This design comes from an exercise in tuning for small area and a short achievable clock period on the open sky130 flow, not from production work.
Only simulation tests tie the RTL to the original design; equivalence was not proved.
Power is estimated from default activity; no workload was simulated.

Design emac_tx_top, start of the top module:
module emac_tx_top (
  input  logic                       tx_clk_i,
  input  logic                       reset_i,
  input  logic                       wr_en_i,
  input  logic                       rd_en_i,
  input  logic [emac_pkg::ADR_W-1:0] adr_i,
  input  emac_pkg::word_t            wr_data_i,
  output emac_pkg::word_t            rd_data_o,
  output logic                       tx_en_o,
  output emac_pkg::byte_t            tx_d_o
);
For scale: ~88 I/O pins, ~67000 um2 of cells after synthesis.
==> flow/config.mk <==
export PLATFORM = sky130hd
export DESIGN_NAME = emac_tx_top
export DESIGN_NICKNAME = emac_tx_top
export VERILOG_FILES = /design/flow/design.v
export SDC_FILE = /design/flow/constraint.sdc
export NUM_CORES = 4
export LEC_CHECK = 0
export ABC_CLOCK_PERIOD_IN_PS = 2400
export CAP_MARGIN = 20
export CORE_MARGIN = 2
export CORE_UTILIZATION = 40
export CTS_BUF_LIST = sky130_fd_sc_hd__clkbuf_8
export SETUP_SLACK_MARGIN = 3.1
export SLEW_MARGIN = 20
==> flow/constraint.sdc <==
create_clock -name core_clock -period 5.4 [get_ports {tx_clk_i}]
set_input_delay 1.0800 -clock core_clock [delete_from_list [all_inputs] [get_ports {tx_clk_i}]]
set_output_delay 1.0800 -clock core_clock [all_outputs]
set_load 0.01 [all_outputs]
standard.sh (not shown) runs the stock make flow with config.mk's settings and CLKGATE_MAP_FILE= SYNTH_SCRIPT=/design/flow/synth_recipe.tcl, a recipe that flattens the netlist after the stock synthesis.
==> flow/flow/run.sh <==
#!/bin/bash
# Standard layout, with the port buffers made from buf_4 cells instead of
# the default pick, so the fixed input and output delays are not lengthened.
set -o pipefail
cp standard.sh standard.sh.log.txt 2>/dev/null
export BUFFER_PORTS_ARGS="-buffer_cell sky130_fd_sc_hd__buf_4"
bash standard.sh > standard.log 2>&1
Change:
--- a/flow/config.mk
+++ b/flow/config.mk
@@ -6,9 +6,8 @@
 export NUM_CORES = 4
 export LEC_CHECK = 0
-export ABC_CLOCK_PERIOD_IN_PS = 2400
+export ABC_CLOCK_PERIOD_IN_PS = 1500
 export CAP_MARGIN = 20
 export CORE_MARGIN = 2
 export CORE_UTILIZATION = 40
-export CTS_BUF_LIST = sky130_fd_sc_hd__clkbuf_8
 export SETUP_SLACK_MARGIN = 3.1
 export SLEW_MARGIN = 20
Effect:
- routed wire length decreases by about 0.8%
- sequential share of layout area falls by 0.32 points
- synthesized area stays the same
- utilization went up by 0.23 points
- total power went up by 3.4%
- combinational power barely changes
- sequential power hardly moves
- flip-flop and latch count stays the same


## v24
Another version of the RTL of emac_tx_top (not shown whole).
Size: ~5000 cells after synthesis, roughly 2500 flip-flops.
==> flow/design.v (excerpt) <==
module emac_tx_top (
  input  logic                       tx_clk_i,
  input  logic                       reset_i,
  input  logic                       wr_en_i,
  input  logic                       rd_en_i,
  input  logic [emac_pkg::ADR_W-1:0] adr_i,
  input  emac_pkg::word_t            wr_data_i,
  output emac_pkg::word_t            rd_data_o,
  output logic                       tx_en_o,
  output emac_pkg::byte_t            tx_d_o
);
  logic                           busy;
  logic                           start;
  logic                           buf_push;
  logic                           buf_pop;
  logic [emac_pkg::BUF_CNT_W-1:0] buf_count;
  logic                           fetch_d;
  logic                           load;
  logic                           load_d;
  logic                           sync;
  emac_pkg::byte_t                crc_data;
  emac_pkg::word_t                cur;
  emac_pkg::mac_addr_t            my_mac;
  emac_pkg::mac_addr_t            dst_mac;
  emac_pkg::ether_type_t          ether_type;
  logic                           crc_clear;
  logic                           crc_en;
  emac_pkg::word_t                crc;
  ...
export LEC_CHECK = 0
export ABC_CLOCK_PERIOD_IN_PS = 2400
export CAP_MARGIN = 20
export CORE_MARGIN = 2
export CORE_UTILIZATION = 40
export SETUP_SLACK_MARGIN = 3.3
export SLEW_MARGIN = 20
create_clock -name core_clock -period 5.4 [get_ports {tx_clk_i}]
==> flow/flow/run.sh <==
#!/bin/bash
# Standard layout, with the port buffers made from buf_4 cells instead of
# the default pick, and larger clock sink clusters.
set -o pipefail
export BUFFER_PORTS_ARGS="-buffer_cell sky130_fd_sc_hd__buf_4"
export CTS_ARGS="-sink_clustering_enable -repair_clock_nets -sink_clustering_size 24 -sink_clustering_max_diameter 150"
bash standard.sh > standard.log 2>&1
diff inputs: v24 => v12
==> flow/flow/run.sh <==
#!/bin/bash
# Standard layout, with the port buffers made from buf_4 cells instead of
# the default pick, and larger clock sink clusters.
set -o pipefail
export BUFFER_PORTS_ARGS="-buffer_cell sky130_fd_sc_hd__buf_4"
export CTS_ARGS="-sink_clustering_enable -repair_clock_nets -sink_clustering_size 20 -sink_clustering_max_diameter 120"
bash standard.sh > standard.log 2>&1
Footprint of the multi-input gates: v12 vs v24 — no meaningful difference. Relative to v24, the worst voltage drop across the vdd grid measured on v12 has increased by a few percent. Taking v24 as the reference point, the CTS buffer count of v12 rises by 29.
Changes in v49 relative to v12:
Settings: changing CORE_UTILIZATION from 40 to 50.
==> flow/flow/run.sh <==
#!/bin/bash
# Standard layout, with the port buffers made from buf_4 cells instead of
# the default pick, and larger clock sink clusters.
set -o pipefail
export BUFFER_PORTS_ARGS="-buffer_cell sky130_fd_sc_hd__buf_4"
export CTS_ARGS="-sink_clustering_enable -repair_clock_nets -sink_clustering_size 24 -sink_clustering_max_diameter 150"
bash standard.sh > standard.log 2>&1
### Flow results
- v49 ends up with a worst setup slack that is 0.038 ns higher than in v12.
- The lower post-layout instance area of v49 and v12 is in v49.
- v49 gives more count of cells along the worst register-to-register path than v12 did.
- Compared with v12, in v49 number of multi-input combinational cells now sits at about the same level; count of H-tree levels built during CTS now sits lower; via count now sits lower; part of the total power dissipated in the clock network now sits lower; clock-buffer cell count now sits lower.
- On v49: number of cells after detailed placement is about 6% lower than what v12 gave.
- Of the two values seen for end of the critical path, rd_data_o[29] was produced by v12 and rd_data_o[19] by v49.
- Compared with v12, v49 instantiates a smaller number of cells.
- Sequential share of layout area on v49 is up relative to v12.
- A startpoint of the most critical setup path of i_regs.rd_data_o[29] is what v12 shows, while i_regs.rd_data_o[19] belongs to v49.


Another version of the RTL of emac_tx_top (not shown whole).
Size in the first run: ~5000 cells after synthesis, about 2400 flip-flops, ~88 I/O pins, roughly 66000 µm² of cells after synthesis.
clock: 5.4 ns
lec_check: 0
abc_clock_period_in_ps: 2400
cap_margin: 20
core_margin: 2
core_utilization: 40
setup_slack_margin: 3.2
slew_margin: 20
==> flow/flow/run.sh <==
#!/bin/bash
# Standard layout, with the port buffers made from buf_4 cells instead of
# the default pick, and larger clock sink clusters.
set -o pipefail
export BUFFER_PORTS_ARGS="-buffer_cell sky130_fd_sc_hd__buf_4"
export CTS_ARGS="-sink_clustering_enable -repair_clock_nets -sink_clustering_size 24 -sink_clustering_max_diameter 150"
bash standard.sh > standard.log 2>&1
==> next run, changes <==
--- a/flow/flow/run.sh
+++ b/flow/flow/run.sh
@@ -6 +6 @@
-export CTS_ARGS="-sink_clustering_enable -repair_clock_nets -sink_clustering_size 24 -sink_clustering_max_diameter 150"
+export CTS_ARGS="-sink_clustering_enable -repair_clock_nets -sink_clustering_size 26 -sink_clustering_max_diameter 160"
SETUP_SLACK_MARGIN = 3.0   (was 3.2)
Effect: Cell area is lower slightly; core utilization is lower by 0.44 points; clock power came out lower slightly; flip-flop and latch count does not change; area after synthesis stays the same; final cell count fell slightly.
==> next run, changes <==
--- a/flow/flow/run.sh
+++ b/flow/flow/run.sh
@@ -6 +6 @@
-export CTS_ARGS="-sink_clustering_enable -repair_clock_nets -sink_clustering_size 26 -sink_clustering_max_diameter 160"
+export CTS_ARGS="-sink_clustering_enable -repair_clock_nets -sink_clustering_size 24 -sink_clustering_max_diameter 150"
SETUP_SLACK_MARGIN = 3.3   (was 3.0)
Effect:
- The changed run ran to the end with no violations
- cell area went up slightly
- total power climbs slightly
- first-iteration DRC count goes up slightly
- flip-flop and latch count stays the same


RTL: one of the versions met above, not the one the previous note started from.
For scale: about 2,500 flip-flops, about 88 I/O pins, ~67,000 um2 of cells after synthesis.
export LEC_CHECK = 0
export ABC_CLOCK_PERIOD_IN_PS = 2400
export CAP_MARGIN = 20
export CORE_MARGIN = 2
export CORE_UTILIZATION = 40
export SETUP_SLACK_MARGIN = 3.1
export SLEW_MARGIN = 20
create_clock -name core_clock -period 5.4 [get_ports {tx_clk_i}]
==> flow/flow/run.sh <==
#!/bin/bash
# Standard layout, with the port buffers made from buf_4 cells instead of
# the default pick, so the fixed input and output delays are not lengthened.
set -o pipefail
cp standard.sh standard.sh.log.txt 2>/dev/null
export BUFFER_PORTS_ARGS="-buffer_cell sky130_fd_sc_hd__buf_4"
bash standard.sh > standard.log 2>&1
Edit:
--- a/flow/config.mk
+++ b/flow/config.mk
@@ -10,4 +10,4 @@
 export CORE_MARGIN = 2
 export CORE_UTILIZATION = 40
-export SETUP_SLACK_MARGIN = 3.1
+export SETUP_SLACK_MARGIN = 2.9
 export SLEW_MARGIN = 20
Result: The new run produced a clean layout. Wire length came out lower by 1.8%. Design area falls by 0.93%. Via count shrinks by 0.68%. Clock-buffer cell count rose by 12. Setup slack degrades by 0.010 ns.


Setup of run A:
RTL: one of the versions met above, not the one the previous note started from.
Size: about 5000 cells after synthesis, ~88 I/O pins.
clock: 5.4 ns
lec_check: 0
abc_clock_period_in_ps: 2400
cap_margin: 20
core_margin: 2
core_utilization: 40
setup_slack_margin: 2.8
slew_margin: 20
==> flow/flow/run.sh <==
#!/bin/bash
# Standard layout, with the port buffers made from buf_4 cells instead of
# the default pick, and larger clock sink clusters.
set -o pipefail
export BUFFER_PORTS_ARGS="-buffer_cell sky130_fd_sc_hd__buf_4"
export CTS_ARGS="-sink_clustering_enable -repair_clock_nets -sink_clustering_size 24 -sink_clustering_max_diameter 150"
bash standard.sh > standard.log 2>&1
The inputs of run B differ from those of run A as listed below.
# run A
export LEC_CHECK = 0
export ABC_CLOCK_PERIOD_IN_PS = 2400
export CAP_MARGIN = 20
export CORE_MARGIN = 2
export CORE_UTILIZATION = 40
export SETUP_SLACK_MARGIN = 2.8
export SLEW_MARGIN = 20
create_clock -name core_clock -period 5.4 [get_ports {tx_clk_i}]
# run B
export LEC_CHECK = 0
export ABC_CLOCK_PERIOD_IN_PS = 2400
export CAP_MARGIN = 20
export CORE_MARGIN = 2
export CORE_UTILIZATION = 40
export SETUP_SLACK_MARGIN = 3.6
export SLEW_MARGIN = 20
create_clock -name core_clock -period 5.4 [get_ports {tx_clk_i}]
==> summary.txt <==
Status | run A and run B | clean. Comparing run A and run B, post-route fraction of the period consumed by the critical path is higher on run A. Run B against run A: net count reported at finish rose about 5.4%, cell count of the worst reg-to-reg path rose 3. On portion of total power attributed to the clock network, run B tracks run A almost exactly. Changes observed in run B relative to run A: via count increased by 6.0% relative to the old numbers, clock buffer instance count of the final layout now larger, total met3 wirelength after detailed routing saw an increase. Taking run B as 1.0, run A lands at 0.925 on final area. Compared with run A, run B shows maximum clock rate that has gone up by a few percent. Per the comparison of run B with run A, storage element area about even, wire length after detailed routing rose 9.3%.
--- input diff run B..run C ---
# run B
export LEC_CHECK = 0
export ABC_CLOCK_PERIOD_IN_PS = 2400
export CAP_MARGIN = 20
export CORE_MARGIN = 2
export CORE_UTILIZATION = 40
export SETUP_SLACK_MARGIN = 3.6
export SLEW_MARGIN = 20
create_clock -name core_clock -period 5.4 [get_ports {tx_clk_i}]
# run C
export LEC_CHECK = 0
export ABC_AREA = 1
export CAP_MARGIN = 20
export CORE_MARGIN = 2
export CORE_UTILIZATION = 40
export SETUP_SLACK_MARGIN = 3.3
export SLEW_MARGIN = 20
create_clock -name core_clock -period 5.4 [get_ports {tx_clk_i}]
Findings:
Cmp run B and run C / number of antenna violations at the first check in global routing / higher: run C. [compare] base=run B new=run C: total internal power shrank by 0.068 mW; final non-filler cell total increased 11%.
Edits applied to the flow inputs when going from run C to run D:
# run C
export LEC_CHECK = 0
export ABC_AREA = 1
export CAP_MARGIN = 20
export CORE_MARGIN = 2
export CORE_UTILIZATION = 40
export SETUP_SLACK_MARGIN = 3.3
export SLEW_MARGIN = 20
create_clock -name core_clock -period 5.4 [get_ports {tx_clk_i}]
# run D
export LEC_CHECK = 0
export ABC_CLOCK_PERIOD_IN_PS = 2400
export CAP_MARGIN = 20
export CORE_MARGIN = 2
export CORE_UTILIZATION = 35
export SETUP_SLACK_MARGIN = 3.0
export SLEW_MARGIN = 20
create_clock -name core_clock -period 5.4 [get_ports {tx_clk_i}]
### Flow results
Both conditions hold for run D: the flow ran to the end and the final layout passed the timing, DRC and antenna checks. The synthesis-to-layout area growth of run D and that of run C are within noise of each other. Looking at fraction of layout instances using a drive strength above 1, run D sits 3.4 points above run C. | relative area of clock buffers and inverters in the final design | run D vs run C | ≈ equal |. The core of run D is less densely filled than that of run C. In the reports for run C and run D, the smaller post-layout minimum cycle time belongs to run D. In the reports for run C and run D, the larger part of the total power dissipated in the clock network belongs to run C.
> inputs changed (run D -> run E)
# run D
export LEC_CHECK = 0
export ABC_CLOCK_PERIOD_IN_PS = 2400
export CAP_MARGIN = 20
export CORE_MARGIN = 2
export CORE_UTILIZATION = 35
export SETUP_SLACK_MARGIN = 3.0
export SLEW_MARGIN = 20
create_clock -name core_clock -period 5.4 [get_ports {tx_clk_i}]
# run E
export LEC_CHECK = 0
export ABC_CLOCK_PERIOD_IN_PS = 2400
export CAP_MARGIN = 20
export CORE_MARGIN = 2
export CORE_UTILIZATION = 40
export SETUP_SLACK_MARGIN = 3.3
export SLEW_MARGIN = 20
create_clock -name core_clock -period 5.4 [get_ports {tx_clk_i}]
==> flow/flow/run.sh <==
#!/bin/bash
# Standard layout, with the port buffers made from buf_4 cells instead of
# the default pick, and larger clock sink clusters.
set -o pipefail
export BUFFER_PORTS_ARGS="-buffer_cell sky130_fd_sc_hd__buf_4"
export CTS_ARGS="-sink_clustering_enable -repair_clock_nets -sink_clustering_size 24 -sink_clustering_max_diameter 150 -balance_levels"
bash standard.sh > standard.log 2>&1
==> summary.txt <==
Run D → run E: core area -about 13%; met1 track demand over resource rose by 4.1 points; global-route usage +2.6 points.
Between run E and run D, the total power figures differ only marginally.
Run E: weighted congestion at the end of routability-driven global placement lower than run D
Delta(pin count of the biggest net entering global routing, run E - run D) < 0
Inputs modified between run E and run F:
# run E
export LEC_CHECK = 0
export ABC_CLOCK_PERIOD_IN_PS = 2400
export CAP_MARGIN = 20
export CORE_MARGIN = 2
export CORE_UTILIZATION = 40
export SETUP_SLACK_MARGIN = 3.3
export SLEW_MARGIN = 20
create_clock -name core_clock -period 5.4 [get_ports {tx_clk_i}]
# run F
export LEC_CHECK = 0
export ABC_CLOCK_PERIOD_IN_PS = 2400
export CAP_MARGIN = 20
export CORE_MARGIN = 2
export CORE_UTILIZATION = 40
export SETUP_SLACK_MARGIN = 3.0
export SLEW_MARGIN = 20
create_clock -name core_clock -period 5.4 [get_ports {tx_clk_i}]
==> flow/flow/run.sh <==
#!/bin/bash
# Standard layout, with the port buffers made from buf_4 cells instead of
# the default pick, and larger clock sink clusters.
set -o pipefail
export BUFFER_PORTS_ARGS="-buffer_cell sky130_fd_sc_hd__buf_4"
export CTS_ARGS="-sink_clustering_enable -repair_clock_nets -sink_clustering_size 24 -sink_clustering_max_diameter 150"
bash standard.sh > standard.log 2>&1
Wire length is lower on run F. Comparing run F and run E, final instance count without filler cells is lower on run F. Power share of the clock group delta (run E -> run F): insignificant. Worst setup slack after layout essentially unchanged between run F and run E. Run F against run E: core utilization down 0.76 points, final area down 1.7%, cell area power density up about 1.6%, total power flat, area growth from synthesis to layout down 1.9 points. When run F is set beside run E, its global-route usage turns out to be 0.25 points smaller.

-- static timing again, ports no longer ideal --
How much do the figures lean on ideal ports? The routed layouts below were timed once more, with nothing changed but the port constraints. Step 1: set_driving_cell puts a clkbuf_16 on tx_clk_i and a buf_2 on each other input, an assumption about the parent block. Step 2 adds t to the input delays and takes it off the output delays; t is the mean of the earliest and latest rising clock arrival at the registers after step 1. Input paths then give back, and output paths get back, about the clock's delay inside the block. Three values: ideal ports, drivers, drivers and shift; two values: the first two.
run | t, ns | setup slack, ns | pins driven straight from the clock port
the first run of note 1 | 1.032 | 2.739 / 2.671 / 2.012 | 1
the second run of note 1 | 0.885 | 2.889 / 2.807 / 2.123 | 1
v24 | 0.837 | 2.956 / 2.879 / 2.578 | 1
v12 | 0.863 | 2.921 / 2.841 / 2.510 | 1
v49 | 0.829 | 2.959 / 2.888 / 2.533 | 1
the first run of note 3 | 0.841 | 2.914 / 2.837 / 2.443 | 1
the second run of note 3 | 0.825 | 2.898 / 2.824 / 2.333 | 1
the third run of note 3 | 0.821 | 2.921 / 2.844 / 2.536 | 1
the first run of note 4 | 0.885 | 2.889 / 2.807 / 2.123 | 1
the second run of note 4 | 0.871 | 2.879 / 2.806 / 2.076 | 1
run A | 0.839 | 2.830 / 2.796 / 2.043 | 1
run B | 0.842 | 2.930 / 2.846 / 2.528 | 1
run C | 0.859 | 2.901 / 2.813 / 2.623 | 1
run D | 0.841 | 2.920 / 2.839 / 2.317 | 1
run E | 0.821 | 2.921 / 2.844 / 2.536 | 1
run F | 0.837 | 2.919 / 2.840 / 2.345 | 1
After both steps setup and hold are still met in every run listed. For the second run of note 4, which loses most, drivers alone change the setup slack by -0.073 ns; drivers and shift together by -0.803 ns.
